This design comes from an exercise in tuning for small area, a short achievable clock period and few clock cycles per item on the open sky130 flow, not from production work. In this exercise RTL edits were held to simulation tests only and were not proved equivalent to the original. No activity file was given, so power comes from the tool's default toggle rates.

**flow/run.sh**
```bash
#!/bin/bash
# standard layout, with plain buffers (not delay cells) on the ports
set -o pipefail
export BUFFER_PORTS_ARGS="-buffer_cell sky130_fd_sc_hd__buf_2"
bash standard.sh > standard.log 2>&1
```
**standard.sh**
```bash
#!/bin/bash
# synth_recipe.tcl (not shown) runs the flow's synth.tcl, then flattens the netlist and writes it again
# the make line also repeats each setting of config.mk as NAME=value (left out here)
make -C /OpenROAD-flow-scripts/flow DESIGN_CONFIG=/design/flow/config.mk WORK_HOME=/design/flow/orfs CLKGATE_MAP_FILE= SYNTH_SCRIPT=/design/flow/synth_recipe.tcl "${@:-finish}"
```
**config.mk**
```make
export PLATFORM = sky130hd
export DESIGN_NAME = grid_zone_binning
export DESIGN_NICKNAME = grid_zone_binning
export VERILOG_FILES = /design/flow/design.v
export SDC_FILE = /design/flow/constraint.sdc
export NUM_CORES = 4
export LEC_CHECK = 0
export ABC_CLOCK_PERIOD_IN_PS = 2300
export CAP_MARGIN = 20
export CORE_MARGIN = 2
export CORE_UTILIZATION = 40
export CTS_BUF_LIST = sky130_fd_sc_hd__clkbuf_8
export CTS_CLUSTER_DIAMETER = 60
export CTS_CLUSTER_SIZE = 14
export PLACE_DENSITY = 0.6
export SETUP_SLACK_MARGIN = 3.7
export SLEW_MARGIN = 20
```
**constraint.sdc**
```tcl
create_clock -name core_clock -period 6.0 [get_ports {clk}]
set_input_delay 1.2000 -clock core_clock [delete_from_list [all_inputs] [get_ports {clk}]]
set_output_delay 1.2000 -clock core_clock [all_outputs]
set_load 0.01 [all_outputs]
```
**design.v**
```verilog
package gzb_pkg;
  localparam int GRID_COLS  = 4;
  localparam int GRID_ROWS  = 4;
  localparam int ZONE_COUNT = GRID_COLS * GRID_ROWS;
  localparam int FILL_W     = 9;     
  localparam int SCR_W      = 12;
  localparam int ZS_W       = SCR_W - 2;    
  localparam int COORD_W    = 14;
  localparam logic [SCR_W-1:0] SCR_W_RESET = SCR_W'(800);
  localparam logic [SCR_W-1:0] SCR_H_RESET = SCR_W'(600);
  localparam logic OP_CLEAR  = 1'b0;
  localparam logic OP_INSERT = 1'b1;
endpackage
import gzb_pkg::*;
module gzb_lanes (
  input  logic [gzb_pkg::ZS_W-1:0]   zs,
  input  logic [11:0]                b3,
  input  logic [11:0]                u,
  input  logic                       oor,
  output logic [3:0]                 hit
);
  logic [11:0] b [5];
  logic [4:0]  lt, le;
  assign b[0] = 12'd0;
  assign b[1] = 12'(zs);
  assign b[2] = {1'b0, zs, 1'b0};
  assign b[3] = b3;
  assign b[4] = {zs, 2'b00};
  always_comb begin
    for (int k = 0; k < 5; k++) begin
      lt[k] = u < b[k];
      le[k] = u <= b[k];
    end
    for (int k = 0; k < 4; k++)
      hit[k] = !oor && !lt[k] && le[k+1];
  end
endmodule
import gzb_pkg::*;
module grid_zone_binning (
  input  logic                           clk,
  input  logic                           rst_n,
  input  logic                           in_tvalid,
  output logic                           in_tready,
  input  logic [55:0]                    in_tdata,
  input  logic                           in_tuser,
  output logic                           out_tvalid,
  input  logic                           out_tready,
  output logic [15:0]                    out_tdata,
  output logic [1:0]                     out_tuser,
  output logic                           out_tlast,
  input  logic                           cfg_valid,
  output logic                           cfg_ready,
  input  logic [0:0]                     cfg_index,
  input  logic [11:0]                    cfg_data
);
  logic [ZS_W-1:0] zw_r, zh_r;
  logic [11:0]     bw3_r, bh3_r, b3_new;
  logic        rdy_r, rv_r, rop_r;
  logic [3:0]  rc0_r, rr0_r;
  logic [12:0] rx1_r, ry1_r;    
  logic [3:0]  c0_hit, r0_hit, c1_hit, r1_hit;
  logic [13:0] x1, y1;
  logic        acc;
  logic [3:0]  col_hit, row_hit;
  logic        f1v, f2v, f1op, f2op;
  logic [3:0]  f1r, f1c, f2r, f2c;
  logic        hv, hop;
  logic [3:0]  hr, hc, hcl;
  logic [3:0]  rsel, csel;
  logic        step, pop, popd, last, last_c, hit;
  logic        f1_ld, f2_ld;
  logic [2:0]  n_all;
  logic [3:0]  zone;
  logic        pv_r, phit_r, plast_r, pclr_r;
  logic [3:0]  pzone_r;
  logic [15:0] sel, sel_r, we;
  logic [8:0]  fs_raw, fs, inc;
  logic        same;
  logic [8:0]  fill_r [ZONE_COUNT];
  logic        fclr;
  logic [8:0]  fbus;
  logic        ov_r, oclr_r, wpend_r;
  logic [14:0] res, o_r;         
  assign cfg_ready = 1'b1;
  assign in_tready = rdy_r;
  assign acc       = in_tvalid && rdy_r;
  assign b3_new = 12'(cfg_data[SCR_W-1:2]) + {1'b0, cfg_data[SCR_W-1:2], 1'b0};
  always_ff @(posedge clk) begin
    if (!rst_n) begin
      zw_r  <= SCR_W_RESET[SCR_W-1:2];
      zh_r  <= SCR_H_RESET[SCR_W-1:2];
      bw3_r <= 12'(3 * (SCR_W_RESET / 4));
      bh3_r <= 12'(3 * (SCR_H_RESET / 4));
    end else if (cfg_valid) begin
      if (cfg_index == 1'b0) begin
        zw_r  <= cfg_data[SCR_W-1:2];
        bw3_r <= b3_new;
      end else begin
        zh_r  <= cfg_data[SCR_W-1:2];
        bh3_r <= b3_new;
      end
    end
  end
  assign x1 = {in_tdata[20], in_tdata[20:8]} + 14'(in_tdata[42:34]);
  assign y1 = {in_tdata[33], in_tdata[33:21]} + 14'(in_tdata[51:43]);
  gzb_lanes u_c0 (.zs(zw_r), .b3(bw3_r), .u(in_tdata[19:8]),  .oor(in_tdata[20]), .hit(c0_hit));
  gzb_lanes u_r0 (.zs(zh_r), .b3(bh3_r), .u(in_tdata[32:21]), .oor(in_tdata[33]), .hit(r0_hit));
  always_ff @(posedge clk) begin
    rop_r <= in_tuser;
    rc0_r <= c0_hit;
    rr0_r <= r0_hit;
    rx1_r <= {x1[13] | x1[12], x1[11:0]};
    ry1_r <= {y1[13] | y1[12], y1[11:0]};
  end
  gzb_lanes u_c1 (.zs(zw_r), .b3(bw3_r), .u(rx1_r[11:0]), .oor(rx1_r[12]), .hit(c1_hit));
  gzb_lanes u_r1 (.zs(zh_r), .b3(bh3_r), .u(ry1_r[11:0]), .oor(ry1_r[12]), .hit(r1_hit));
  assign col_hit = rc0_r | c1_hit;
  assign row_hit = rr0_r | r1_hit;
  always_comb begin
    rsel = '0;
    csel = '0;
    for (int i = 3; i >= 0; i--) begin
      if (hr[i])  rsel = 4'(1) << i;
      if (hcl[i]) csel = 4'(1) << i;
    end
    for (int r = 0; r < 4; r++)
      for (int c = 0; c < 4; c++)
        sel[4*r+c] = rsel[r] && csel[c] && hit;
  end
  assign hit    = hv && hop && (hr != '0) && (hc != '0);
  assign last_c = (hcl & ~csel) == '0;
  assign last   = !hit || (last_c && ((hr & ~rsel) == '0));
  assign zone   = hit ? {rsel[3] | rsel[2], rsel[3] | rsel[1],
                         csel[3] | csel[2], csel[3] | csel[1]} : 4'd0;
  assign step   = !ov_r || out_tready;
  assign pop    = !hv || (step && last);
  assign popd   = hv && step && last;
  always_ff @(posedge clk) begin
    if (!rst_n) begin
      pv_r <= 1'b0;
    end else if (step) begin
      pv_r <= hv;
    end
  end
  always_ff @(posedge clk) begin
    if (step) begin
      phit_r  <= hit;
      plast_r <= last;
      pclr_r  <= hop == OP_CLEAR;
      pzone_r <= zone;
      sel_r   <= sel;
    end
  end
  always_comb begin
    fs_raw = '0;
    for (int z = 0; z < ZONE_COUNT; z++)
      fs_raw = fs_raw | ({9{sel_r[z]}} & fill_r[z]);
  end
  assign inc  = o_r[14] ? 9'd256 : ({1'b0, o_r[11:4]} + 9'd1);
  assign same = phit_r && ov_r && o_r[13] && (o_r[3:0] == pzone_r);
  assign fs   = (ov_r && oclr_r) ? 9'd0 : (same ? inc : fs_raw);
  assign res  = {fs[8], phit_r, plast_r, fs[7:0], pzone_r};
  always_comb begin
    for (int z = 0; z < ZONE_COUNT; z++)
      we[z] = wpend_r && o_r[13] && !o_r[14] && (o_r[3:0] == 4'(z));
  end
  assign f1_ld = popd ? (f2v || (rv_r && f1v)) : (rv_r && hv && !f1v);
  assign f2_ld = rv_r && (popd ? f2v : (f1v && !f2v));
  assign n_all = 3'(hv) + 3'(f1v) + 3'(f2v) + 3'(rv_r);
  always_ff @(posedge clk) begin
    if (!rst_n) begin
      hv  <= 1'b0;
      f1v <= 1'b0;
      f2v <= 1'b0;
    end else begin
      hv  <= pop ? (f1v || rv_r) : 1'b1;
      f1v <= pop ? (f2v || (f1v && rv_r)) : (f1v || (hv && rv_r));
      f2v <= pop ? (f2v && rv_r) : (f2v || (f1v && rv_r));
    end
  end
  always_ff @(posedge clk) begin
    if (pop) begin
      if (f1v) begin
        hop <= f1op;
        hr  <= f1r;
        hc  <= f1c;
        hcl <= f1c;
      end else begin
        hop <= rop_r;
        hr  <= row_hit;
        hc  <= col_hit;
        hcl <= col_hit;
      end
    end else if (step) begin
      if (last_c) begin
        hr  <= hr & ~rsel;
        hcl <= hc;
      end else begin
        hcl <= hcl & ~csel;
      end
    end
    if (f1_ld) begin
      f1op <= f2v ? f2op : rop_r;
      f1r  <= f2v ? f2r  : row_hit;
      f1c  <= f2v ? f2c  : col_hit;
    end
    if (f2_ld) begin
      f2op <= rop_r;
      f2r  <= row_hit;
      f2c  <= col_hit;
    end
  end
  always_ff @(posedge clk) begin
    if (!rst_n) begin
      rv_r  <= 1'b0;
      rdy_r <= 1'b0;
    end else begin
      rv_r  <= acc;
      if (acc) rdy_r <= popd ? (n_all <= 3'd2) : (n_all <= 3'd1);
      else     rdy_r <= popd ? (n_all <= 3'd3) : (n_all <= 3'd2);
    end
  end
  assign fclr = !rst_n || (wpend_r && oclr_r);
  assign fbus = inc & {9{!fclr}};
  always_ff @(posedge clk) begin
    for (int z = 0; z < ZONE_COUNT; z++)
      if (we[z] || fclr) fill_r[z] <= fbus;
  end
  always_ff @(posedge clk) begin
    if (!rst_n) begin
      ov_r    <= 1'b0;
      wpend_r <= 1'b0;
    end else begin
      if (step) ov_r <= pv_r;
      wpend_r <= step && pv_r;
    end
  end
  always_ff @(posedge clk) begin
    if (step) begin
      o_r    <= res;
      oclr_r <= pclr_r;
    end
  end
  assign out_tvalid = ov_r;
  assign out_tdata  = {4'b0000, o_r[11:0]};
  assign out_tuser  = {o_r[14], o_r[13]};
  assign out_tlast  = o_r[12];
endmodule
```
==> metrics.md, run 1 <==
| Metric | Value |
|---|---|
| Max transition margin | `0.489` |
| WL met1 | `19000 um` |
| Peak supply drop | `205 uV` |
| Register area share after synthesis | `0.494` |
| Outcome | `no timing/DRC/antenna violations` |
| Final min period | `2500 ps` |
| Overflow after GRT | `0` |
| CP endpoint kind | `primary output` |
| NetSw | `1.39 mW` |
| DR WL met2 | `20800 um` |
| FP Rows | `74` |
| Worst reg-to-reg setup slack | `3750 ps` |
| Hold Path Stages | `0` |
| H-tree depth | `1` |
| RR Endpoint | `hcl[1]` |
| Reg2reg start | `zw_r[8]` |
| Number of max-slew violations in the final report | `0` |
| Fmax | `400 MHz` |
| Xor/xnor share of the synthesized area | `0.0181` |
| Initial antenna violation count | `3` |
| Area Overhead vs Synth | `18.1%` |
| WL final | `43100 um` |
| Clock Sinks | `299` |
| Fin nets | `1881` |
| Power Internal | `3.27 mW` |
| Ys async rst share | `0` |
| Post-place setup slack | `2760 ps` |
| Placer Congestion | `0.843` |
| Drc violations | `0` |
| Final Setup Violations | `0` |
| Initial DRC Count | `725` |
| Ys Warns | `4` |
| Min-delay worst type | `reg2reg` |
| Post-synthesis simple-gate area fraction | `0.113` |
| Fraction of layout cells with a size suffix above 1 | `0.218` |
| Detailed-route vias per instance | `5.58` |
| Setup tns final | `0 ps` |
| Worst Setup SP | `o_r[14]` |
| Worst slew pin tran | `767 ps` |
| Core area | `40700 um^2` |
| Post-Synth Adder-Cell Area | `0.158` |
| Sequential power share | `0.531` |
| Chip height | `207 um` |
| Top FF cell, synth | `edfxtp_1` |
| Max cap viols | `0` |
| Final instance area | `19400 um^2` |
| Vias in the first global route | `11874` |
| Post-Route Skew | `18.2 ps` |
| Filler cell count | `3754` |
| Number of I/O pins | `97` |
| Final hold vios | `0` |
| Placed cell count | `2051` |
| RSZ-0062 raised after global routing | `true` |
| Startpoint types | `register` |
| Clock Pin Slew Worst Setup and Hold Paths | `100 ps` |
| Top Metal Used | `met5` |
| Critical path cell sequence | `buf_12 -> buf_6` |
| DR pass1 iterations | `7` |
| Crit path max fanout | `3` |
| CTS Root Cell | `clkbuf_8` |
| Clock Path Buffers | `3` |
| CP peak stage delay | `430 ps` |
| Mux cell area share after synthesis | `0.00662` |
| Critical Path AT | `1300 ps` |
| Initial Util | `0.404` |
| Clock share of power | `0.256` |
| Global-route wire length before repair | `66300 um` |
| Number of port buffers | `77` |
| Clk latency of the worst-skew pair | `610 ps` |
| Vias | `12011` |
| DR WL/cell | `20.0 um` |
| Sw Share | `0.299` |
| Final ANT Viol Nets | `0` |
| Die Area | `42700 um^2` |
| Die Width | `207 um` |
| Total track usage | `0.201` |
| Leakage | `7.81 nW` |
| Critical Path End | `out_tuser[1]` |
| CP Class | `reg2out` |
| Finished Layout Cells | `2154` |
| Setup WS post-layout | `3500 ps` |
| Gate Count Post-Synth | `1484` |
| Synth Area per Inst | `11.1 um^2` |
| Register bit total from synthesis | `299` |
| Combinational Power Share | `0.213` |
| Post-synth EDFFs | `214` |
| Required time of the worst setup path | `4800 ps` |
| CTS tree | `yes` |
| Post-DP Area | `17900 um^2` |
| Crit-path slowest cell | `edfxtp_1` |
| Synth Cell Area | `16400 um^2` |
| Cell variety after synth | `75` |
| Largest family of logic cells by synthesized area | `compound AO/OA/AOI/OAI gates` |
| PwrDens | `240 nW/um^2` |
| Fin crit share | `0.417` |
| DP Wirelength | `31100 um` |
| Complex-gate fraction of the synthesized area | `0.172` |
| R2R cell count | `9` |
| TritonCTS Buffers | `27` |
| Largest net degree at the start of global routing | `46` |
| Met3 wire length | `2230 um` |
## cell usage after synthesis, types with 4 or more instances
library cell / number / area (um^2)
a2111oi_0: 4 / 35.0
a211oi_1: 22 / 165
a21boi_0: 20 / 150
a21o_1: 35 / 263
a21oi_1: 62 / 310
a221oi_1: 24 / 210
a22o_1: 18 / 158
a22oi_1: 40 / 300
a31oi_1: 6 / 37.5
and2_1: 13 / 81.3
and3_1: 11 / 68.8
and4_1: 4 / 35.0
buf_4: 5 / 37.5
clkbuf_1: 41 / 154
dfxtp_1: 85 / 1700
edfxtp_1: 214 / 6430
fa_1: 4 / 80.1
ha_1: 200 / 2500
inv_1: 97 / 364
mux2_2: 7 / 78.8
nand2_1: 101 / 379
nand2b_1: 16 / 100
nand3_1: 35 / 175
nand3b_1: 5 / 37.5
nand4_1: 41 / 257
nor2_1: 88 / 330
nor2b_1: 17 / 106
nor3_1: 17 / 85.1
nor4_1: 10 / 62.6
o211a_1: 5 / 50.1
o211ai_1: 25 / 188
o21a_1: 15 / 113
o21ai_0: 80 / 400
o21bai_1: 7 / 52.6
o31a_1: 4 / 35.0
o31ai_1: 5 / 37.5
or3_1: 6 / 37.5
or4_1: 5 / 37.5
xnor2_1: 20 / 175
xor2_1: 14 / 123
## flip-flops by register name, indices dropped and copies added, names as in the netlist, 4 cells and up
register and count:
bh3_r 12, bw3_r 11, f1c 4, f1r 4
f2c 4, f2r 4, fill_r 144, hc 4
hcl 4, hr 4, o_r 15, pzone_r 4
rc0_r 4, rr0_r 4, rx1_r 13, ry1_r 13
sel_r 16, zh_r 9, zw_r 10
## power by group through the flow
stage	combinational, mW	sequential (mW)	clock [mW]
finish	0.993	2.48	1.19
CTS	0.931	2.47	1.23
detailed placement	0.875	2.52	0
global route	1.12	2.49	1.30
global placement	0.846	2.52	0
floorplan	0.637	2.47	0
## timing repair
item / CTS / global route
gates cloned: 0 / 1
hold buffers: 0 / 0
pin swaps: 19 / 35
setup endpoints to repair: 113 / 172
setup buffers: 27 / 26
resized for setup: 69 / 61
## cells in the final DEF (no fill, tap or decap), drive strengths merged, types with 15 or more instances in the layout
| master | count |
|---|---|
| a211oi | 22 |
| a21boi | 20 |
| a21o | 35 |
| a21oi | 63 |
| a221oi | 24 |
| a22o | 18 |
| a22oi | 40 |
| buf | 134 |
| clkbuf | 29 |
| dfxtp | 85 |
| edfxtp | 214 |
| ha | 200 |
| inv | 114 |
| nand2 | 101 |
| nand2b | 16 |
| nand3 | 35 |
| nand4 | 42 |
| nor2 | 88 |
| nor2b | 17 |
| nor3 | 17 |
| o211ai | 26 |
| o21a | 15 |
| o21ai | 84 |
| xnor2 | 20 |
## critical path, delay by kind of cell (launching register included)
family   cells  cell delay (ps)
buf+inv      2              260
flops        1              430
## how the worst min path moves through the flow
stage                        from  endpoint  slack, ps
after floorplan           plast_r   o_r[12]        400
after global placement     pclr_r    oclr_r        400
after detailed placement   pclr_r    oclr_r        410
after CTS                  pclr_r    oclr_r        420
after global routing       pclr_r    oclr_r        430
final                      pclr_r    oclr_r        420
## metal layers
layer | global-route usage | up-vias
met5 | 0 | -
met4 | 0.0486 | 4
met3 | 0.0317 | 70
met2 | 0.349 | 281
met1 | 0.262 | 5774
li1 | - | 5882
## layout make-up
type	instances	area, um^2	share of cell area
multi-input combinational	1039	8680	0.447
sequential	299	8150	0.420
timing repair buffer	136	1010	0.0519
tap	532	666	0.0343
inverter	99	395	0.0204
clock buffer	27	372	0.0191
clock inverter	21	136	0.00703
antenna	1	2.50	0.000129
## logic make-up (layout without fill, tap and decap cells)
| group | after synthesis | count (layout) |
|---|---|---|
| buffers and inverters | 150 | 283 |
| adders and majority gates | 205 | 205 |
| AOI/OAI and AO/OA | 407 | 407 |
| DFF | 299 | 299 |
| and+or+nand+nor | 377 | 378 |
| xor gates and xnor gates | 34 | 34 |
| muxes | 10 | 10 |
| other | 2 | 6 |
## through the flow
step | power (mW) | utilization | hold WS [ps]
after floorplan | 3.11 | - | 400
after global placement | 3.37 | 0.439 | 404
after detailed placement | 3.40 | 0.439 | 405
after CTS | 4.63 | 0.463 | 416
after global routing | 4.92 | 0.476 | 428
final | 4.66 | 0.476 | 417
Testbench counts, summed over its fixed seeds: cycles 8,777, items 4,800.
==> inputs of run 2 (changes only) <==
--- a/config.mk
+++ b/config.mk
@@ -8,10 +8,10 @@
 export ABC_CLOCK_PERIOD_IN_PS = 2300
 export CAP_MARGIN = 20
 export CORE_MARGIN = 2
-export CORE_UTILIZATION = 40
+export CORE_UTILIZATION = 55
 export CTS_BUF_LIST = sky130_fd_sc_hd__clkbuf_8
 export CTS_CLUSTER_DIAMETER = 60
 export CTS_CLUSTER_SIZE = 14
-export PLACE_DENSITY = 0.6
-export SETUP_SLACK_MARGIN = 3.7
+export PLACE_DENSITY = 0.7
+export SETUP_SLACK_MARGIN = 3.5
 export SLEW_MARGIN = 20
==> run 2 against run 1 <==
Still clean on timing, DRC and antenna. Global-route usage increased by 6.6 points. Area after synthesis unchanged. Worst setup slack got worse by 55 ps. Register-to-register slack got worse by 170 ps. Sequential share of layout area increased by 2.4 points. Routed wire length decreased by 4.8%. Via count increased by 0.84%. Largest power group unchanged. Highest routed layer unchanged.
==> metrics.md, run 2 <==
| Metric | Value |
|---|---|
| Worst slew pin tran | `1170 ps` |
| FP Rows | `63` |
| Critical Path AT | `2990 ps` |
| Register area | `8130 um^2` |
| Hold EP | `oclr_r` |
| Clock Pin Slew Worst Setup and Hold Paths | `90 ps` |
| Drc violations | `0` |
| Synth Cell Area | `16400 um^2` |
| CP endpoint kind | `register` |
| Setup tns final | `0 ps` |
| Register area share after synthesis | `0.494` |
| Overflow after GRT | `0` |
| Ys Warns | `4` |
| Min-delay worst type | `reg2reg` |
| Placer Congestion | `0.918` |
| Multi-input gate area | `8070 um^2` |
| Hold Path Stages | `0` |
| Final Setup Violations | `0` |
| Min-delay src | `pclr_r` |
| Synth Area per Inst | `11.1 um^2` |
| Post-synth EDFFs | `214` |
| Ys async rst share | `0` |
| Fin crit share | `0.426` |
| Largest registers | `fill_r x144, sel_r x16, o_r x15` |
| CTS Root Cell | `clkbuf_8` |
| Main area contributors after synthesis | `edfxtp_1, ha_1, dfxtp_1, o21ai_0, nand2_1` |
| Most frequent cell after synthesis | `edfxtp_1` |
| Number of max-slew violations in the final report | `0` |
| Clock Sinks | `299` |
| CTS tree | `yes` |
| Reg2reg start | `zh_r[7]` |
| Top-area cell type share of the netlist area | `0.391` |
| Fin nets | `1852` |
| Vias in the first global route | `11998` |
| Max cap viols | `0` |
| Clk latency of the worst-skew pair | `600 ps` |
| Max reg flops | `144` |
| RR Endpoint | `f1r[0]` |
| Peak supply drop | `233 uV` |
| H-tree depth | `1` |
| Vias | `12112` |
| Biggest register | `fill_r` |
| Global-route wire length before repair | `64700 um` |
| Number of I/O pins | `97` |
| Filler cell count | `2426` |
| Hold buffers post-CTS | `0` |
| Number of port buffers | `77` |
| Largest net degree at the start of global routing | `57` |
| DP Wirelength | `29500 um` |
| CP Class | `in2reg` |
| Final instance area | `18300 um^2` |
| TritonCTS Buffers | `28` |
| Most common cell after layout, fill and taps aside | `edfxtp_1` |
| Total track usage | `0.267` |
| Fraction of layout cells with a size suffix above 1 | `0.145` |
| Initial Util | `0.556` |
| DR WL/cell | `20.8 um` |
| Chip height | `177 um` |
| Register bit total from synthesis | `299` |
| Fmax | `391 MHz` |
| Gate Count Post-Synth | `1484` |
| R2R cell count | `8` |
| Top cells by count, synth | `edfxtp_1, ha_1, nand2_1, inv_1, nor2_1` |
| Core area | `29600 um^2` |
| PwrDens | `253 nW/um^2` |
| Required time of the worst setup path | `6430 ps` |
| Cell variety after synth | `75` |
| Final hold vios | `0` |
| DR pass1 iterations | `5` |
| WL final | `41000 um` |
| Leading area contributor after synthesis | `edfxtp_1` |
| Area Overhead vs Synth | `11.5%` |
| Initial DRC Count | `874` |
| Commonest cells after routing, fill and taps aside | `edfxtp_1, ha_1, nand2_1` |
| Final min period | `2560 ps` |
| Leakage | `7.52 nW` |
| Outcome | `no timing/DRC/antenna violations` |
| Clock Path Buffers | `3` |
| Initial antenna violation count | `3` |
| RSZ-0062 raised after global routing | `true` |
| Post-DP Area | `17300 um^2` |
| Crit path max fanout | `5` |
| Final ANT Viol Nets | `0` |
| Startpoint types | `input port` |
| Die Width | `177 um` |
| Max transition margin | `0.218` |
| Die Area | `31300 um^2` |
| Top FF cell, synth | `edfxtp_1` |
| Worst reg-to-reg setup slack | `3580 ps` |
| Post-Route Skew | `22.9 ps` |
| Detailed-route vias per instance | `6.13` |
-- run 2: worst max-delay path: stages --
cell	delay (ps)
buf_2	150
ha_1	310
a21o_1	160
a21oi_1	130
o21ai_0	100
a221oi_1	260
o21ai_1	140
a221oi_1	520
-- run 2: cell type report --
| class | count | area share |
|---|---|---|
| repair inverters | 2 | 0.000546 |
| multi-input cells | 1038 | 0.440 |
| flip-flops and latches | 299 | 0.443 |
| inverters | 99 | 0.0212 |
| well taps | 390 | 0.0266 |
| diodes | 1 | 0.000137 |
| clock inverters | 10 | 0.00724 |
| clock buffers | 31 | 0.0233 |
| repair buffers | 105 | 0.0374 |
-- run 2: per-stage QoR --
step	total power, mW	util	worst slack, ps	hold WS (ps)	cells
6_report	4.63	0.620	3440	424	1975
3_5_place_dp	3.36	0.586	2020	407	1908
2_1_floorplan	3.08	-	3030	400	1487
3_3_place_gp	3.32	0.585	2150	405	1907
5_1_grt	4.87	0.620	3380	445	1974
4_1_cts	4.62	0.611	3510	426	1960
-- run 2: worst max-delay path by stage --
stage                 startpoint            to  slack [ps]  cells after the start
detailed placement         rst_n  fill_r[9][2]        2020                      3
global route        in_tdata[23]      rr0_r[2]        3380                      8
finish              in_tdata[23]      rr0_r[2]        3440                      8
floorplan             out_tready        f2c[0]        3030                      6
global placement           rst_n  fill_r[9][2]        2150                      3
CTS                 in_tdata[23]      rr0_r[2]        3510                      8
-- run 2: cells by family after synthesis --
logic type               after synthesis  share of synthesized area
AO/OA/AOI/OAI                        407                      0.172
XOR/XNOR                              34                     0.0181
adder cells (fa/ha/maj)              205                      0.158
buffers and inverters                150                     0.0376
flip-flops                           299                      0.494
multiplexers                          10                    0.00662
other                                  2                   0.000457
AND/OR/NAND/NOR                      377                      0.113
-- run 2: layer usage --
layer	track usage	up-vias	wire, um
met5	0	-	11
met4	0.101	2	1480
met3	0.0402	98	2250
met2	0.459	365	20300
met1	0.339	5846	17000
li1	-	5801	-
-- run 2: repair_timing --
| action | 4_1_cts | 5_1_grt |
|---|---|---|
| cloned | 2 | 0 |
| pin swaps | 2 | 15 |
| buffers inserted | 9 | 14 |
| resized for setup | 17 | 25 |
| endpoints found under the setup margin | 315 | 211 |
-- run 2: report_power, final --
| group | leakage, nW | total, mW | internal (mW) | switching (mW) |
|---|---|---|---|---|
| combinational | 4.26 | 0.884 | 0.371 | 0.513 |
| sequential | 2.97 | 2.48 | 2.36 | 0.119 |
| clock | 0.296 | 1.27 | 0.570 | 0.699 |
==> inputs of run 3 (changes only) <==
==> config.mk (replaced) <==
export PLATFORM = sky130hd
export DESIGN_NAME = grid_zone_binning
export DESIGN_NICKNAME = grid_zone_binning
export VERILOG_FILES = /design/flow/design.v
export SDC_FILE = /design/flow/constraint.sdc
export NUM_CORES = 4
export LEC_CHECK = 0
export ABC_CLOCK_PERIOD_IN_PS = 2000
export CAP_MARGIN = 20
export CORE_MARGIN = 2
export CORE_UTILIZATION = 40
export CTS_BUF_LIST = sky130_fd_sc_hd__clkbuf_8
export CTS_CLUSTER_DIAMETER = 60
export CTS_CLUSTER_SIZE = 14
export PLACE_DENSITY = 0.6
export SETUP_SLACK_MARGIN = 3.5
export SLEW_MARGIN = 20
==> run 3 against run 2 <==
Still clean on timing, DRC and antenna. Sequential power about the same. Final area increased by 1.3%. Final cell count is 7.9% higher. Flip-flop and latch count did not move. Clock skew up 0.64 ps. Die area up 37%. Count of clock-buffer cells in the layout is 2 lower. Combinational power grew 0.6%. Via count is essentially flat. Area after synthesis unchanged. Critical endpoint is now out_tdata[4]. Highest routed layer is now met4.
==> metrics.md, run 3 <==
| Metric | Value |
|---|---|
| Top FF cell, synth | `edfxtp_1` |
| Die Width | `207 um` |
| Ys async rst share | `0` |
| Drc violations | `0` |
| PwrDens | `249 nW/um^2` |
| FP Rows | `74` |
| Chip height | `207 um` |
| Leakage | `7.59 nW` |
| Clock Sinks | `299` |
| Largest delay share family, worst path | `flip-flops` |
| Critical path cell sequence | `buf_2` |
| Final min period | `2500 ps` |
| Critical Path AT | `1300 ps` |
| Min-delay worst type | `reg2reg` |
| Crit-path slowest cell | `edfxtp_1` |
| Power Internal | `3.29 mW` |
| Initial antenna violation count | `0` |
| Number of I/O pins | `97` |
| Max transition margin | `0.264` |
| Area Overhead vs Synth | `12.9%` |
| CTS Root Cell | `clkbuf_8` |
| Register bit total from synthesis | `299` |
| CTS tree | `yes` |
| Leading area contributor after synthesis | `edfxtp_1` |
| Final Hold Slack | `432 ps` |
| Finished Layout Cells | `2132` |
| Post-Route Skew | `23.5 ps` |
| Gate Count Post-Synth | `1484` |
| Die Area | `42700 um^2` |
| Filler cell count | `3776` |
| WL final | `43300 um` |
| Placer Congestion | `0.863` |
| Initial DRC Count | `842` |
| Crit path max fanout | `6` |
| Most common cell after layout, fill and taps aside | `edfxtp_1` |
| RSZ-0062 raised after global routing | `true` |
| Commonest cells after routing, fill and taps aside | `edfxtp_1, ha_1, inv_1` |
| Worst slew pin tran | `1100 ps` |
| Fin crit share | `0.416` |
| Final hold vios | `0` |
| Multi-input gate area | `8060 um^2` |
| Core area | `40700 um^2` |
| CP endpoint kind | `primary output` |
| Register area share after synthesis | `0.494` |
| Vias | `12118` |
| Worst path bufs/invs | `1` |
| Post-synth EDFFs | `214` |
| DR WL/cell | `20.3 um` |
| DR pass1 iterations | `5` |
| Largest net degree at the start of global routing | `57` |
| Final ANT Viol Nets | `0` |
| Ys Warns | `4` |
| CP peak stage delay | `490 ps` |
| Final Setup Violations | `0` |
| Number of max-slew violations in the final report | `0` |
| Clock Path Buffers | `3` |
| Startpoint types | `register` |
| Max reg flops | `144` |
| Max cap viols | `0` |
| Register area | `8130 um^2` |
| Sw Share | `0.291` |
| Fmax | `401 MHz` |
| Setup WS post-layout | `3500 ps` |
| Synth Cell Area | `16400 um^2` |
| H-tree depth | `1` |
| DP Wirelength | `31000 um` |
| Placed cell count | `2051` |
| Combinational Power Share | `0.192` |
| ANT cells | `0` |
| Synth Area per Inst | `11.1 um^2` |
| Detailed-route vias per instance | `5.68` |
| Outcome | `no timing/DRC/antenna violations` |
| Vias in the first global route | `11729` |
| Biggest register | `fill_r` |
| Fin nets | `1857` |
| Global-route wire length before repair | `66200 um` |
| Peak supply drop | `158 uV` |
| Number of port buffers | `77` |
| Tot Pwr | `4.63 mW` |
| TritonCTS Buffers | `28` |
| Top cells by count, synth | `edfxtp_1, ha_1, nand2_1, inv_1, nor2_1` |
| Setup tns final | `0 ps` |
| Cell variety after synth | `75` |
| Required time of the worst setup path | `4800 ps` |
| Most frequent cell after synthesis | `edfxtp_1` |
| CP Class | `reg2out` |
| Initial Util | `0.404` |
| Hold buffers post-CTS | `0` |
| NetSw | `1.35 mW` |
| Clock share of power | `0.273` |
| Clk latency of the worst-skew pair | `610 ps` |
| Clock Pin Slew Worst Setup and Hold Paths | `100 ps` |
| Total track usage | `0.201` |
| Fraction of layout cells with a size suffix above 1 | `0.148` |
| Top-area cell type share of the netlist area | `0.391` |
| Post-place setup slack | `2330 ps` |
| Overflow after GRT | `0` |
| Largest registers | `fill_r x144, sel_r x16, o_r x15` |
| Sequential power share | `0.535` |
| Main area contributors after synthesis | `edfxtp_1, ha_1, dfxtp_1, o21ai_0, nand2_1` |
==> run 3: per-layer routing <==
layer | wire, um | vias up | GRT usage
met2 | 21300 | 325 | 0.361
met5 | 0 | - | 0
li1 | - | 5813 | -
met1 | 19100 | 5914 | 0.262
met3 | 2040 | 66 | 0.0210
met4 | 932 | 0 | 0.0479
==> run 3: worst paths after layout <==
path                start           end  slack [ps]  cells past startpoint
hold / removal    plast_r       o_r[12]         430                      0
hold reg to reg   plast_r       o_r[12]         430                      0
setup reg to reg  zw_r[7]        f1c[1]        3510                      8
setup / recovery   o_r[4]  out_tdata[4]        3500                      1
==> run 3: cell families (layout without fill, tap and decap cells) <==
logic type,Yosys count,after routing,synth area share
adder cells (fa/ha/maj),205,205,0.158
buffers and inverters,150,263,0.0376
AO/OA/AOI/OAI,407,407,0.172
XOR/XNOR,34,34,0.0181
multiplexers,10,10,0.00662
flip-flops,299,299,0.494
AND/OR/NAND/NOR,377,377,0.113
other,2,5,0.000457
==> run 3: cell type report <==
class | instances | share of cell area
sequential | 299 | 0.438
multi-input combinational | 1038 | 0.434
clock inverter | 23 | 0.00896
timing repair inverter | 2 | 0.000674
clock buffer | 29 | 0.0215
timing repair buffer | 110 | 0.0396
tap | 532 | 0.0359
inverter | 99 | 0.0211
==> run 3: repair_timing <==
| action | in CTS | in global routing |
|---|---|---|
| setup endpoints to repair | 305 | 190 |
| pin swaps | 3 | 13 |
| cloned | 2 | 0 |
| gates resized for setup | 10 | 34 |
| buffers inserted | 9 | 16 |
==> run 3: per-stage QoR <==
| step | area [um^2] | util |
|---|---|---|
| after floorplan | 16600 | - |
| after global placement | 17500 | 0.430 |
| after detailed placement | 17500 | 0.430 |
| after CTS | 18200 | 0.447 |
| after global routing | 18600 | 0.456 |
| final | 18600 | 0.456 |
==> run 3: power groups by stage <==
stage	Sequential (mW)	Combinational [mW]	Clock [mW]
6_report	2.48	0.889	1.26
5_1_grt	2.49	1.00	1.38
4_1_cts	2.48	0.852	1.30
3_5_place_dp	2.53	0.833	0
3_3_place_gp	2.52	0.797	0
2_1_floorplan	2.47	0.609	0
==> inputs of run 4 (changes only) <==
==> config.mk (replaced) <==
export PLATFORM = sky130hd
export DESIGN_NAME = grid_zone_binning
export DESIGN_NICKNAME = grid_zone_binning
export VERILOG_FILES = /design/flow/design.v
export SDC_FILE = /design/flow/constraint.sdc
export NUM_CORES = 4
export LEC_CHECK = 0
export ABC_CLOCK_PERIOD_IN_PS = 2300
export CAP_MARGIN = 20
export CORE_MARGIN = 2
export CORE_UTILIZATION = 40
export CTS_BUF_LIST = sky130_fd_sc_hd__clkbuf_8
export CTS_CLUSTER_DIAMETER = 70
export CTS_CLUSTER_SIZE = 17
export PLACE_DENSITY = 0.6
export SETUP_SLACK_MARGIN = 3.5
export SLEW_MARGIN = 20
export TNS_END_PERCENT = 10
==> run 4 against run 3 <==
Maximum frequency decreased by 4.5%. Sequential power hardly changed. Via count is 2.1% lower. Synthesized cell count unchanged. Area after synthesis did not move. Final cell count shrank 0.89%. Highest routed layer unchanged. Non-clock buffer count shrank 10. Hold slack lost 2.6 ps. Routed wire length is 3.6% lower. Power is 2.7% lower. Register-to-register slack lost 120 ps. Still clean on timing, DRC and antenna. Critical path type is now reg2reg.
==> metrics.md, run 4 <==
| Metric | Value |
|---|---|
| Core area | `40700 um^2` |
| Final Setup Violations | `0` |
| Initial DRC Count | `757` |
| Tot Pwr | `4.51 mW` |
| Fraction of layout cells with a size suffix above 1 | `0.116` |
| Post-DP Area | `17400 um^2` |
| Synth Area per Inst | `11.1 um^2` |
| Clock Pin Slew Worst Setup and Hold Paths | `110 ps` |
| Top-area cell type share of the netlist area | `0.391` |
| DR pass1 iterations | `5` |
| Crit path max fanout | `10` |
| Clk latency of the worst-skew pair | `600 ps` |
| Setup tns final | `0 ps` |
| Leading area contributor after synthesis | `edfxtp_1` |
| Max reg flops | `144` |
| Total track usage | `0.197` |
| Filler cell count | `3862` |
| Post-synth EDFFs | `214` |
| Xor/xnor share of the synthesized area | `0.0181` |
| Biggest register | `fill_r` |
| Min-delay worst type | `reg2reg` |
| Final hold vios | `0` |
| Hold EP | `oclr_r` |
| CP peak stage delay | `910 ps` |
| CP endpoint kind | `register` |
| Min-delay src | `pclr_r` |
| DP Wirelength | `30600 um` |
| Final Hold Slack | `430 ps` |
| TritonCTS Buffers | `24` |
| Post-synthesis simple-gate area fraction | `0.113` |
| Fin nets | `1842` |
| Critical Path AT | `2830 ps` |
| Most frequent cell after synthesis | `edfxtp_1` |
| Crit-path slowest cell | `o21ai_1` |
| Worst slew pin tran | `1130 ps` |
| Largest registers | `fill_r x144, sel_r x16, o_r x15` |
| Area Overhead vs Synth | `10.1%` |
| Number of max-slew violations in the final report | `0` |
| Chip height | `207 um` |
| Register bit total from synthesis | `299` |
| Register area | `8130 um^2` |
| Die Width | `207 um` |
| PwrDens | `249 nW/um^2` |
| Commonest cells after routing, fill and taps aside | `edfxtp_1, ha_1, inv_1` |
| Startpoint types | `register` |
| Die Area | `42700 um^2` |
| Post-place setup slack | `2320 ps` |
| Post-Synth Adder-Cell Area | `0.158` |
| CP Class | `reg2reg` |
| ANT cells | `0` |
| Post-Route Skew | `21.2 ps` |
| Clock Path Buffers | `3` |
| CTS Root Cell | `clkbuf_8` |
| Worst reg-to-reg setup slack | `3390 ps` |
| Largest net degree at the start of global routing | `57` |
| Ys async rst share | `0` |
| Max transition margin | `0.241` |
| Critical path cell sequence | `nand3b_1 -> or3_1 -> o21ai_1` |
| WL final | `41800 um` |
| Complex-gate fraction of the synthesized area | `0.172` |
| Fin crit share | `0.436` |
| Final min period | `2610 ps` |
| Hold Path Stages | `0` |
| Main area contributors after synthesis | `edfxtp_1, ha_1, dfxtp_1, o21ai_0, nand2_1` |
| Drc violations | `0` |
| Multi-input gate area | `7840 um^2` |
| Reg2reg start | `o_r[14]` |
| Outcome | `no timing/DRC/antenna violations` |
| Setup WS post-layout | `3390 ps` |
| Clock Sinks | `299` |
| Largest family of logic cells by synthesized area | `compound AO/OA/AOI/OAI gates` |
| DR WL/cell | `19.8 um` |
| R2R cell count | `3` |
| Max cap viols | `0` |
| Mux cell area share after synthesis | `0.00662` |
| Ys Warns | `4` |
| CTS tree | `yes` |
| Placer Congestion | `0.899` |
| Leakage | `7.46 nW` |
| RR Endpoint | `fill_r[8][1]` |
| Register area share after synthesis | `0.494` |
| Top FF cell, synth | `edfxtp_1` |
| Vias in the first global route | `11721` |
| Peak supply drop | `152 uV` |
| Initial Util | `0.404` |
| Vias | `11867` |
| RSZ-0062 raised after global routing | `true` |
| Initial antenna violation count | `1` |
| Number of I/O pins | `97` |
| H-tree depth | `1` |
| Gate Count Post-Synth | `1484` |
| Synth Cell Area | `16400 um^2` |
| Most common cell after layout, fill and taps aside | `edfxtp_1` |
| Overflow after GRT | `0` |
| Number of port buffers | `77` |
| Required time of the worst setup path | `6210 ps` |
| Final ANT Viol Nets | `0` |
| Cell variety after synth | `75` |
| Final instance area | `18100 um^2` |
| Detailed-route vias per instance | `5.62` |
| Global-route wire length before repair | `64700 um` |
| FP Rows | `74` |
| Top cells by count, synth | `edfxtp_1, ha_1, nand2_1, inv_1, nor2_1` |
| Fmax | `382 MHz` |
## run 4: changes by cell type in the layout (fill, tap and decap cells not counted), moves of 6 or more
cell     previous run  this run
a21oi_1            54        60
o21ai_1            14         8
nor3_1             11        17
buf_4              26        20
a21oi_2             9         3
## run 4: per-stage QoR
| step | utilization | cells |
|---|---|---|
| after floorplan | - | 1487 |
| after CTS | 0.441 | 2104 |
| after detailed placement | 0.428 | 2059 |
| final | 0.444 | 2113 |
| after global placement | 0.428 | 2059 |
| after global routing | 0.444 | 2113 |
## run 4: area by class of cell
| class | count | area share |
|---|---|---|
| Timing Repair inverter | 1 | 0.000276 |
| Clock buffer | 24 | 0.0182 |
| Multi-Input combinational cell | 1038 | 0.433 |
| Sequential cell | 299 | 0.449 |
| Tap cell | 532 | 0.0368 |
| Timing Repair Buffer | 100 | 0.0321 |
| Inverter | 99 | 0.0210 |
| Clock inverter | 20 | 0.00926 |
## run 4: what timing repair did
item / 4_1_cts / 5_1_grt
pin swaps: 0 / 1
gates cloned: 1 / 0
setup endpoints to repair: 180 / 243
resized for setup: 1 / 20
setup buffers: 0 / 8
hold buffers: 0 / 0
## run 4: power breakdown
group          switching (mW)  internal (mW)  leakage (nW)
combinational           0.490          0.353          4.21
sequential              0.117           2.36          2.97
clock                   0.703          0.482         0.288
## run 4: per-layer routing
| metal | GRT usage | wire length (um) | part of all wire | vias to the layer above |
|---|---|---|---|---|
| met2 | 0.345 | 20500 | 0.49 | 297 |
| met4 | 0.0605 | 1240 | 0.030 | 0 |
| met5 | 0 | 0 | 0 | - |
| met3 | 0.0234 | 2040 | 0.049 | 72 |
| li1 | - | - | - | 5784 |
| met1 | 0.254 | 18000 | 0.43 | 5714 |
## run 4: kinds of logic (layout without fill, tap and decap cells)
kind of cell,after synthesis,after routing
AOI/OAI and AO/OA,407,407
and+or+nand+nor,377,377
DFF,299,299
adders and majority gates,205,205
buffers and inverters,150,244
xor gates and xnor gates,34,34
muxes,10,10
other,2,5
## run 4: how the worst max path moves through the flow
stage / startpoint / to / slack [ps] / cells past startpoint
2_1_floorplan: out_tready / f2c[0] / 3030 / 6
3_3_place_gp: out_tready / f2r[1] / 2380 / 7
3_5_place_dp: out_tready / f2r[1] / 2320 / 7
4_1_cts: hcl[3] / f1c[2] / 3220 / 6
5_1_grt: zw_r[8] / hcl[1] / 3330 / 8
6_report: o_r[14] / fill_r[8][1] / 3390 / 3
## run 4: worst max-delay path: cells and delay by family, from the launching register on
kind	cells	cell delay (ps)
flops	1	570
simple gates	2	750
compound gates	1	910
==> inputs of run 5 (changes only) <==
--- a/config.mk
+++ b/config.mk
@@ -13,6 +13,6 @@
 export CTS_CLUSTER_DIAMETER = 70
 export CTS_CLUSTER_SIZE = 17
 export PLACE_DENSITY = 0.6
-export SETUP_SLACK_MARGIN = 3.5
+export SETUP_SLACK_MARGIN = 3.6
 export SLEW_MARGIN = 20
 export TNS_END_PERCENT = 10
==> run 5 against run 4 <==
Die area unchanged. Largest power group unchanged. Still clean. Highest routed layer unchanged. Global-route usage up 0.53 points. Worst setup slack gained 80 ps. Final cell count grew 0.38%. Sequential power about the same. Routed wire length up 3.8%. First-iteration DRC count is 5.4% higher. Power about the same. Critical endpoint is now out_tdata[1].
==> metrics.md, run 5 <==
| Metric | Value |
|---|---|
| Clock Path Buffers | `3` |
| Drc violations | `0` |
| Finished Layout Cells | `2121` |
| Clock Pin Slew Worst Setup and Hold Paths | `110 ps` |
| Die Area | `42700 um^2` |
| Final hold vios | `0` |
| Fraction of layout cells with a size suffix above 1 | `0.145` |
| Required time of the worst setup path | `4800 ps` |
| Max cap viols | `0` |
| Startpoint types | `register` |
| Final ANT Viol Nets | `0` |
| DP Wirelength | `31600 um` |
| Crit-path slowest cell | `edfxtp_1` |
| FP Rows | `74` |
| Critical Path AT | `1330 ps` |
| Biggest register | `fill_r` |
| Area Overhead vs Synth | `11.6%` |
| Reg2reg start | `zh_r[7]` |
| Initial DRC Count | `798` |
| Leakage | `7.48 nW` |
| Top-area cell type share of the netlist area | `0.391` |
| Cell variety after synth | `75` |
| Worst Setup SP | `o_r[1]` |
| Post-synth EDFFs | `214` |
| Critical path cell sequence | `buf_6` |
| Fmax | `395 MHz` |
| Vias in the first global route | `11669` |
| Placed cell count | `2061` |
| Min-delay worst type | `reg2reg` |
| Chip height | `207 um` |
| PwrDens | `246 nW/um^2` |
| Top FF cell, synth | `edfxtp_1` |
| WL final | `43400 um` |
| Post-Route Skew | `17.5 ps` |
| Filler cell count | `3825` |
| Clock Sinks | `299` |
| Setup tns final | `0 ps` |
| Ys async rst share | `0` |
| Worst slew pin tran | `1110 ps` |
| Detailed-route vias per instance | `5.64` |
| Number of port buffers | `77` |
| Placer Congestion | `0.886` |
| Crit path max fanout | `4` |
| Fin crit share | `0.422` |
| ANT cells | `0` |
| Clk latency of the worst-skew pair | `610 ps` |
| CTS tree | `yes` |
| Largest net degree at the start of global routing | `55` |
| Leading area contributor after synthesis | `edfxtp_1` |
| Max transition margin | `0.256` |
| Fin nets | `1857` |
| Overflow after GRT | `0` |
| Most common cell after layout, fill and taps aside | `edfxtp_1` |
| Largest registers | `fill_r x144, sel_r x16, o_r x15` |
| Total track usage | `0.202` |
| CP peak stage delay | `540 ps` |
| Core area | `40700 um^2` |
| Max reg flops | `144` |
| Largest delay share family, worst path | `flip-flops` |
| Final Setup Violations | `0` |
| CP endpoint kind | `primary output` |
| Synth Area per Inst | `11.1 um^2` |
| Register bit total from synthesis | `299` |
| Peak supply drop | `160 uV` |
| Initial antenna violation count | `0` |
| CTS Root Cell | `clkbuf_8` |
| Number of max-slew violations in the final report | `0` |
| Min-delay src | `pclr_r` |
| Top cells by count, synth | `edfxtp_1, ha_1, nand2_1, inv_1, nor2_1` |
| Commonest cells after routing, fill and taps aside | `edfxtp_1, ha_1, nand2_1` |
| Global-route wire length before repair | `66200 um` |
| Worst path bufs/invs | `1` |
| Vias | `11955` |
| Outcome | `no timing/DRC/antenna violations` |
| Gate Count Post-Synth | `1484` |
| TritonCTS Buffers | `24` |
| RSZ-0062 raised after global routing | `true` |
| Number of I/O pins | `97` |
| Multi-input gate area | `8000 um^2` |
| Main area contributors after synthesis | `edfxtp_1, ha_1, dfxtp_1, o21ai_0, nand2_1` |
| Most frequent cell after synthesis | `edfxtp_1` |
| Hold buffers post-CTS | `0` |
| Ys Warns | `4` |
| Die Width | `207 um` |
| DR pass1 iterations | `5` |
| CP Class | `reg2out` |
| Initial Util | `0.404` |
| Synth Cell Area | `16400 um^2` |
| Tot Pwr | `4.51 mW` |
| DR WL/cell | `20.5 um` |
| Final min period | `2530 ps` |
| H-tree depth | `1` |
| Register area | `8130 um^2` |
| Register area share after synthesis | `0.494` |
==> run 5: area by class of cell <==
cell class,instances,area share
clock buffers,24,0.0180
clock inverters,13,0.00655
inverters,99,0.0211
multi-input cells,1038,0.436
flip-flops and latches,299,0.443
well taps,532,0.0363
repair buffers,114,0.0382
repair inverters,2,0.000546
==> run 5: per-layer routing <==
layer  wire length, um  track usage  vias up
met5                 0            0        -
met4               860       0.0413        0
met3              1930       0.0242       62
met2             21300        0.360      276
met1             19300        0.264     5810
li1                  -            -     5807
==> run 5: through the flow <==
| step | worst slack (ps) | hold WS, ps | utilization | area (um^2) |
|---|---|---|---|---|
| 3_3_place_gp | 2360 | 405 | 0.429 | 17500 |
| 5_1_grt | 3420 | 465 | 0.450 | 18300 |
| 6_report | 3470 | 442 | 0.450 | 18300 |
| 3_5_place_dp | 2310 | 415 | 0.429 | 17500 |
| 4_1_cts | 3360 | 441 | 0.442 | 18000 |
| 2_1_floorplan | 3030 | 400 | - | 16600 |
==> run 5: cells by family (layout without fill, tap and decap cells) <==
logic type,Yosys count,count (layout),share of synthesized area
simple gates,377,377,0.113
other cells,2,5,0.000457
fa+ha+maj,205,205,0.158
flops,299,299,0.494
compound gates,407,407,0.172
xor+xnor,34,34,0.0181
mux,10,10,0.00662
buf+inv,150,252,0.0376
==> run 5: final timing paths <==
path	slack [ps]	cells after the start	endpoint
max	3470	1	out_tdata[1]
min	440	0	oclr_r
max reg2reg	3550	8	f1r[0]
min reg2reg	440	0	oclr_r
==> run 5: power by group <==
group,leakage [nW],switching [mW],internal (mW)
combinational,4.29,0.511,0.373
clock,0.227,0.706,0.432
sequential,2.97,0.122,2.36
==> run 5: timing repair <==
item                                    CTS  global route
pin swaps                                 1            12
hold endpoints to repair                  0             0
endpoints found under the setup margin  143           123
setup buffers                             2            18
gates resized for setup                   4            46
cloned                                    2             0
==> inputs of run 6 (changes only) <==
--- a/config.mk
+++ b/config.mk
@@ -15,4 +15,3 @@
 export PLACE_DENSITY = 0.6
 export SETUP_SLACK_MARGIN = 3.6
 export SLEW_MARGIN = 20
-export TNS_END_PERCENT = 10
==> run 6 against run 5 <==
Flip-flop and latch count stayed put. Critical path type unchanged. Register-to-register slack improved by 110 ps. Area after synthesis is the same. Power is essentially flat. Largest cell class is now multi-input gates. Synthesized cell count unchanged. Via count is 0.15% higher. Count of clock-buffer cells in the layout is 1 lower. Still clean on timing, DRC and antenna. Hold slack got worse by 9.5 ps. Sequential share of layout area down 1.5 points. Final cell count increased by 1.1%. Critical path depth grew 1.
==> metrics.md, run 6 <==
| Metric | Value |
|---|---|
| Outcome | `no timing/DRC/antenna violations` |
| Clock Path Buffers | `3` |
| Detailed-route vias per instance | `5.58` |
| TritonCTS Buffers | `22` |
| FP Rows | `74` |
| Commonest cells after routing, fill and taps aside | `edfxtp_1, ha_1, nand2_1` |
| Final ANT Viol Nets | `0` |
| DR pass1 iterations | `5` |
| Reg2reg start | `o_r[14]` |
| Register bit total from synthesis | `299` |
| Max reg flops | `144` |
| Register area share after synthesis | `0.494` |
| Post-Route Skew | `12.4 ps` |
| CTS Root Cell | `clkbuf_8` |
| CTS tree | `yes` |
| Placer Congestion | `0.855` |
| Synth Area per Inst | `11.1 um^2` |
| Setup tns final | `0 ps` |
| WL final | `42500 um` |
| RSZ-0062 raised after global routing | `true` |
| Leakage | `7.71 nW` |
| Top-area cell type share of the netlist area | `0.391` |
| Vias | `11973` |
| Top FF cell, synth | `edfxtp_1` |
| Startpoint types | `register` |
| Fmax | `406 MHz` |
| Initial Util | `0.404` |
| Worst slew pin tran | `771 ps` |
| CP endpoint kind | `primary output` |
| Fraction of layout cells with a size suffix above 1 | `0.185` |
| Total track usage | `0.198` |
| Global-route wire length before repair | `65800 um` |
| Area Overhead vs Synth | `15.4%` |
| Worst Setup SP | `o_r[14]` |
| Initial antenna violation count | `2` |
| Main area contributors after synthesis | `edfxtp_1, ha_1, dfxtp_1, o21ai_0, nand2_1` |
| Hold Path Stages | `0` |
| Number of port buffers | `77` |
| Leading area contributor after synthesis | `edfxtp_1` |
| Overflow after GRT | `0` |
| Largest net degree at the start of global routing | `57` |
| Fin crit share | `0.411` |
| Final hold vios | `0` |
| Min-delay src | `pclr_r` |
| Clock Sinks | `299` |
| Biggest register | `fill_r` |
| Most frequent cell after synthesis | `edfxtp_1` |
| Post-synth EDFFs | `214` |
| Critical Path AT | `1260 ps` |
| Clk latency of the worst-skew pair | `580 ps` |
| Chip height | `207 um` |
| Core area | `40700 um^2` |
| Largest registers | `fill_r x144, sel_r x16, o_r x15` |
| Multi-input gate area | `8380 um^2` |
| H-tree depth | `1` |
| DP Wirelength | `30400 um` |
| Ys Warns | `4` |
| Required time of the worst setup path | `4800 ps` |
| Fin nets | `1874` |
| Final Setup Violations | `0` |
| Max cap viols | `0` |
| Synth Cell Area | `16400 um^2` |
| Top cells by count, synth | `edfxtp_1, ha_1, nand2_1, inv_1, nor2_1` |
| Min-delay worst type | `reg2reg` |
| Tot Pwr | `4.50 mW` |
| Clock Pin Slew Worst Setup and Hold Paths | `110 ps` |
| CP Class | `reg2out` |
| Number of max-slew violations in the final report | `0` |
| Most common cell after layout, fill and taps aside | `edfxtp_1` |
| Register area | `8130 um^2` |
| Peak supply drop | `182 uV` |
| Vias in the first global route | `11677` |
| Final min period | `2460 ps` |
| R2R cell count | `5` |
| Number of I/O pins | `97` |
| Crit path max fanout | `2` |
| Die Width | `207 um` |
| Initial DRC Count | `700` |
| Cell variety after synth | `75` |
| Filler cell count | `3787` |
| Max transition margin | `0.486` |
| DR WL/cell | `19.8 um` |
| Drc violations | `0` |
| Ys async rst share | `0` |
| PwrDens | `237 nW/um^2` |
| Die Area | `42700 um^2` |
| Gate Count Post-Synth | `1484` |
-- run 6: cell types whose count changed in the layout (fill, tap and decap cells not counted), sizes merged --
cell,before,now
buf,113,133
clkinvlp,8,5
diode,0,1
clkinv,6,5
inv,99,107
clkbuf,25,23
-- run 6: area by class of cell --
type	count	share of cell area
Clock inverter	17	0.00541
Inverter	99	0.0204
Timing Repair inverter	2	0.000659
Timing Repair Buffer	133	0.0518
Sequential cell	299	0.429
Multi-Input combinational cell	1038	0.441
Clock buffer	23	0.0167
Tap cell	532	0.0351
Antenna cell	1	0.000132
-- run 6: final timing paths --
check / endpoint / slack, ps
max: out_tuser[1] / 3540
max reg2reg: fill_r[4][6] / 3660
min reg2reg: oclr_r / 430
min: oclr_r / 430
-- run 6: per-stage QoR --
step           setup WS, ps   util  cells  hold WS [ps]  instance area [um^2]
6_report               3540  0.466   2144           432                 19000
3_3_place_gp           2370  0.436   2051           408                 17800
5_1_grt                3490  0.466   2143           454                 19000
3_5_place_dp           2310  0.436   2051           408                 17800
4_1_cts                3510  0.458   2126           433                 18700
2_1_floorplan          3030      -   1487           400                 16900
-- run 6: power by group --
group	total, mW	internal [mW]	switching (mW)
combinational	0.957	0.412	0.546
clock	1.07	0.408	0.667
sequential	2.47	2.36	0.111
-- run 6: layer usage --
layer	vias up	GRT usage	share of wire
met2	233	0.344	0.49
met3	61	0.0234	0.039
met4	2	0.0469	0.021
met1	5835	0.265	0.45
li1	5842	-	-
met5	-	0	0.00026
-- run 6: timing repair --
action,in CTS,in global routing
gates cloned,2,0
resized for setup,39,45
pin swaps,12,22
hold buffers,0,0
setup buffers,33,17
endpoints found under the setup margin,321,205
-- run 6: cell families after synthesis --
group                      share of synthesized area
and+or+nand+nor                                0.113
DFF                                            0.494
muxes                                        0.00662
buffers and inverters                         0.0376
adders and majority gates                      0.158
xor gates and xnor gates                      0.0181
other                                       0.000457
AOI/OAI and AO/OA                              0.172
-- run 6: critical path: stages, from the launching register on --
cell	delay (ps)
edfxtp_1	430
buf_12	150
buf_6	110
==> inputs of run 7 (changes only) <==
--- a/config.mk
+++ b/config.mk
@@ -13,5 +13,6 @@
 export CTS_CLUSTER_DIAMETER = 70
 export CTS_CLUSTER_SIZE = 17
 export PLACE_DENSITY = 0.6
-export SETUP_SLACK_MARGIN = 3.6
+export SETUP_SLACK_MARGIN = 3.8
 export SLEW_MARGIN = 20
+export TNS_END_PERCENT = 20
==> run 7 against run 6 <==
Global-route usage is 0.24 points higher. Flip-flop and latch count stayed put. Area after synthesis stayed put. Final cell count is 0.33% lower. Sequential power hardly changed. Core utilization is 0.055 points higher. Largest power group unchanged. Register-to-register slack worse by 120 ps. Synthesized cell count stayed put. Worst setup slack worse by 11 ps. Critical endpoint is now out_tuser[0]. Combinational power is 1% higher. Final area is 0.12% higher.
==> metrics.md, run 7 <==
| Metric | Value |
|---|---|
| Outcome | `no timing/DRC/antenna violations` |
| Total track usage | `0.201` |
| Area Overhead vs Synth | `15.6%` |
| Most frequent cell after synthesis | `edfxtp_1` |
| Main area contributors after synthesis | `edfxtp_1, ha_1, dfxtp_1, o21ai_0, nand2_1` |
| Die Width | `207 um` |
| Vias | `12195` |
| Final Hold Slack | `429 ps` |
| Die Area | `42700 um^2` |
| FP Rows | `74` |
| Clock Pin Slew Worst Setup and Hold Paths | `100 ps` |
| PwrDens | `241 nW/um^2` |
| Fraction of layout cells with a size suffix above 1 | `0.193` |
| DR WL met2 | `21200 um` |
| Crit-path slowest cell | `edfxtp_1` |
| Overflow after GRT | `0` |
| Max transition margin | `0.256` |
| DR WL/cell | `20.3 um` |
| Biggest register | `fill_r` |
| Leakage | `7.62 nW` |
| Register bit total from synthesis | `299` |
| Top FF cell, synth | `edfxtp_1` |
| Max reg flops | `144` |
| Ys async rst share | `0` |
| Clk latency of the worst-skew pair | `600 ps` |
| Global-route wire length before repair | `66100 um` |
| CTS tree | `yes` |
| Leading area contributor after synthesis | `edfxtp_1` |
| Top cells by count, synth | `edfxtp_1, ha_1, nand2_1, inv_1, nor2_1` |
| Synth Area per Inst | `11.1 um^2` |
| CP Class | `reg2out` |
| Met3 wire length | `1740 um` |
| ANT cells | `0` |
| DP Wirelength | `30900 um` |
| Fin nets | `1873` |
| RSZ-0062 raised after global routing | `true` |
| Number of max-slew violations in the final report | `0` |
| Worst path bufs/invs | `1` |
| Final min period | `2480 ps` |
| Post-synth EDFFs | `214` |
| CP peak stage delay | `500 ps` |
| CTS Root Cell | `clkbuf_8` |
| Tot Pwr | `4.58 mW` |
| Vias in the first global route | `11815` |
| Fmax | `404 MHz` |
| Largest net degree at the start of global routing | `47` |
| Top Metal Used | `met4` |
| H-tree depth | `1` |
| Number of port buffers | `77` |
| Top-area cell type share of the netlist area | `0.391` |
| WL final | `43400 um` |
| Final ANT Viol Nets | `0` |
| TritonCTS Buffers | `24` |
| Most common cell after layout, fill and taps aside | `edfxtp_1` |
| Register area share after synthesis | `0.494` |
| Ys Warns | `4` |
| Commonest cells after routing, fill and taps aside | `edfxtp_1, ha_1, nand2_1` |
| Largest delay share family, worst path | `flip-flops` |
| Drc violations | `0` |
| Core area | `40700 um^2` |
| Initial antenna violation count | `0` |
| Fin crit share | `0.413` |
| Filler cell count | `3774` |
| Number of I/O pins | `97` |
| Setup tns final | `0 ps` |
| Detailed-route vias per instance | `5.71` |
| Placed cell count | `2058` |
| CP endpoint kind | `primary output` |
| Gate Count Post-Synth | `1484` |
| Post-Route Skew | `29.9 ps` |
| Chip height | `207 um` |
| Initial DRC Count | `847` |
| Register area | `8140 um^2` |
| Clock Path Buffers | `3` |
| Hold buffers post-CTS | `0` |
| Finished Layout Cells | `2137` |
| Utilization after layout | `0.466` |
| Largest registers | `fill_r x144, sel_r x16, o_r x15` |
| Peak supply drop | `170 uV` |
| Required time of the worst setup path | `4800 ps` |
| Clock Sinks | `299` |
| Final Setup Violations | `0` |
| Multi-input gate area | `8450 um^2` |
| Worst slew pin tran | `1110 ps` |
| Max cap viols | `0` |
| WL met1 | `19400 um` |
| Min-delay worst type | `reg2reg` |
| Synth Cell Area | `16400 um^2` |
| DR pass1 iterations | `5` |
| Cell variety after synth | `75` |
| Placer Congestion | `0.900` |
| Final hold vios | `0` |
| Initial Util | `0.404` |
| Startpoint types | `register` |
| Critical path cell sequence | `buf_2` |
| Crit path max fanout | `3` |
| Critical Path AT | `1280 ps` |
==> run 7: cell counts after synthesis <==
No cell type changed its count.
==> run 7: power breakdown <==
| part | internal [mW] | switching [mW] |
|---|---|---|
| Clock | 0.434 | 0.693 |
| Sequential | 2.36 | 0.121 |
| Combinational | 0.420 | 0.547 |
| Total | 3.22 | 1.36 |
==> run 7: metrics by stage <==
| stage | cell area (um^2) | setup WS [ps] |
|---|---|---|
| final | 19000 | 3520 |
| after global routing | 19000 | 3480 |
| after CTS | 18300 | 3480 |
| after detailed placement | 17500 | 2350 |
| after global placement | 17500 | 2380 |
| after floorplan | 16600 | 3030 |
==> run 7: layout make-up <==
cell class | count | area share
Multi-Input combinational cell | 1038 | 0.445
Clock buffer | 24 | 0.0174
Timing Repair inverter | 2 | 0.000658
Sequential cell | 299 | 0.428
Inverter | 99 | 0.0213
Tap cell | 532 | 0.0350
Timing Repair Buffer | 130 | 0.0465
Clock inverter | 13 | 0.00639
==> run 7: timing repair <==
action | 4_1_cts | 5_1_grt
pin swaps | 5 | 39
buffers inserted | 14 | 26
endpoints found under the setup margin | 264 | 254
cloned | 2 | 0
resized for setup | 27 | 120
==> run 7: cells by family after synthesis <==
group                    count (synthesis)  share of synthesized area
flip-flops                             299                      0.494
adder cells (fa/ha/maj)                205                      0.158
AO/OA/AOI/OAI                          407                      0.172
buffers and inverters                  150                     0.0376
multiplexers                            10                    0.00662
AND/OR/NAND/NOR                        377                      0.113
XOR/XNOR                                34                     0.0181
other                                    2                   0.000457
==> run 7: final timing paths <==
path,end,cells after the start,slack (ps),start
hold reg to reg,o_r[12],0,430,plast_r
setup / recovery,out_tuser[0],1,3520,o_r[13]
hold / removal,o_r[12],0,430,plast_r
setup reg to reg,hr[3],9,3540,zh_r[6]
==> run 7: per-layer routing <==
metal	global-route usage	vias up
li1	-	5846
met3	0.0259	76
met2	0.351	248
met1	0.261	6025
met4	0.0562	0
met5	0	-
==> inputs of run 8 (changes only) <==
--- a/config.mk
+++ b/config.mk
@@ -13,6 +13,5 @@
 export CTS_CLUSTER_DIAMETER = 70
 export CTS_CLUSTER_SIZE = 17
 export PLACE_DENSITY = 0.6
-export SETUP_SLACK_MARGIN = 3.8
+export SETUP_SLACK_MARGIN = 3.5
 export SLEW_MARGIN = 20
-export TNS_END_PERCENT = 20
==> run 8 against run 7 <==
Global-route usage about the same. Final area down 2.5%. Synthesized cell count stayed put. Via count is 1.7% lower. Largest cell class is now registers. First-iteration DRC count increased by 6.6%. Die area did not move. Area after synthesis unchanged. Core utilization fell by 1.2 points. Maximum frequency down 1.0%. Critical endpoint is now out_tdata[2]. Routed wire length is 0.55% lower. Flip-flop and latch count is the same.
==> metrics.md, run 8 <==
| Metric | Value |
|---|---|
| Post-synth EDFFs | `214` |
| Utilization after layout | `0.455` |
| Gate Count Post-Synth | `1484` |
| Worst slew pin tran | `1090 ps` |
| CTS tree | `yes` |
| Ys async rst share | `0` |
| RSZ-0062 raised after global routing | `true` |
| Final min period | `2500 ps` |
| Top FF cell, synth | `edfxtp_1` |
| Fraction of layout cells with a size suffix above 1 | `0.148` |
| Clk latency of the worst-skew pair | `610 ps` |
| Drc violations | `0` |
| Register area share after synthesis | `0.494` |
| Initial Util | `0.404` |
| Max transition margin | `0.271` |
| Final ANT Viol Nets | `0` |
| Largest delay share family, worst path | `flip-flops` |
| Clock Path Buffers | `3` |
| Main area contributors after synthesis | `edfxtp_1, ha_1, dfxtp_1, o21ai_0, nand2_1` |
| Critical Path AT | `1300 ps` |
| Final Setup Violations | `0` |
| Biggest register | `fill_r` |
| Post-place setup slack | `2330 ps` |
| CP peak stage delay | `500 ps` |
| Worst Setup SP | `o_r[2]` |
| Initial DRC Count | `903` |
| Clock Sinks | `299` |
| Most common cell after layout, fill and taps aside | `edfxtp_1` |
| Crit path max fanout | `3` |
| Largest registers | `fill_r x144, sel_r x16, o_r x15` |
| DR WL/cell | `20.3 um` |
| Required time of the worst setup path | `4800 ps` |
| Post-Route Skew | `22.7 ps` |
| Max reg flops | `144` |
| Crit-path slowest cell | `edfxtp_1` |
| PwrDens | `247 nW/um^2` |
| Hold buffers post-CTS | `0` |
| RR Endpoint | `f1r[0]` |
| Critical path cell sequence | `buf_2` |
| Reg2reg start | `zh_r[7]` |
| Startpoint types | `register` |
| Leading area contributor after synthesis | `edfxtp_1` |
| Overflow after GRT | `0` |
| ANT cells | `0` |
| Total track usage | `0.200` |
| Cell variety after synth | `75` |
| DP Wirelength | `31000 um` |
| Global-route wire length before repair | `65600 um` |
| Vias in the first global route | `11696` |
| Synth Area per Inst | `11.1 um^2` |
| Number of max-slew violations in the final report | `0` |
| Fin nets | `1853` |
| Number of port buffers | `77` |
| Top cells by count, synth | `edfxtp_1, ha_1, nand2_1, inv_1, nor2_1` |
| CP Class | `reg2out` |
| Largest net degree at the start of global routing | `57` |
| Finished Layout Cells | `2123` |
| WL final | `43100 um` |
| Commonest cells after routing, fill and taps aside | `edfxtp_1, ha_1, inv_1, nand2_1, nor2_1` |
| Min-delay worst type | `reg2reg` |
| Placed cell count | `2051` |
| Fmax | `400 MHz` |
| R2R cell count | `8` |
| Peak supply drop | `199 uV` |
| Area Overhead vs Synth | `12.7%` |
| Die Area | `42700 um^2` |
| Outcome | `no timing/DRC/antenna violations` |
| Setup WS post-layout | `3500 ps` |
| FP Rows | `74` |
| H-tree depth | `1` |
| CP endpoint kind | `primary output` |
==> run 8: cell counts after synthesis <==
Identical to the previous run, type by type.
==> run 8: worst min-delay path by stage <==
stage                       start  endpoint  slack (ps)  cells past startpoint
final                      pclr_r    oclr_r         430                      0
after global routing      plast_r   o_r[12]         470                      0
after floorplan           plast_r   o_r[12]         400                      0
after global placement     pclr_r    oclr_r         410                      0
after detailed placement  plast_r   o_r[12]         410                      0
after CTS                 plast_r   o_r[12]         440                      0
==> run 8: kinds of logic after synthesis <==
logic type | after synthesis | synth area share
buffers and inverters | 150 | 0.0376
and+or+nand+nor | 377 | 0.113
DFF | 299 | 0.494
xor gates and xnor gates | 34 | 0.0181
other | 2 | 0.000457
muxes | 10 | 0.00662
adders and majority gates | 205 | 0.158
AOI/OAI and AO/OA | 407 | 0.172
==> run 8: repair_timing <==
action / CTS / global route
pin swaps: 2 / 12
setup endpoints to repair: 300 / 186
gates resized for setup: 9 / 35
cloned: 2 / 0
setup buffers: 9 / 17
==> run 8: where the power goes <==
group | switching, mW | internal, mW | leakage [nW]
Sequential | 0.116 | 2.36 | 2.97
Clock | 0.689 | 0.518 | 0.294
Combinational | 0.514 | 0.378 | 4.30
==> run 8: area by class of cell <==
cell class                      count  area [um^2]
Clock buffer                       24          330
Clock inverter                     18          175
Fill cell                        3781        22200
Inverter                           99          392
Multi-Input combinational cell   1038         8080
Sequential cell                   299         8130
Tap cell                          532          666
Timing Repair Buffer              111          742
Timing Repair inverter              2         10.0
==> run 8: per-stage QoR <==
stage | hold slack (ps) | power (mW)
CTS | 436 | 4.57
global placement | 405 | 3.32
floorplan | 400 | 3.08
detailed placement | 410 | 3.36
global route | 466 | 4.82
finish | 434 | 4.58
==> run 8: layer usage <==
| metal | vias up | global-route usage | share of wire |
|---|---|---|---|
| li1 | 5802 | - | - |
| met5 | - | 0 | 0 |
| met1 | 5823 | 0.258 | 0.44 |
| met2 | 309 | 0.358 | 0.49 |
| met4 | 0 | 0.0496 | 0.023 |
| met3 | 58 | 0.0234 | 0.050 |

Re-timed with assumed drivers on the ports (clkbuf_16 on the clock, buf_2 on other inputs), run 8 has 3.446 ns of setup slack against 3.499 ns with ideal ports, and 2.915 ns once port delays also move by the mid clock arrival of 0.652 ns.
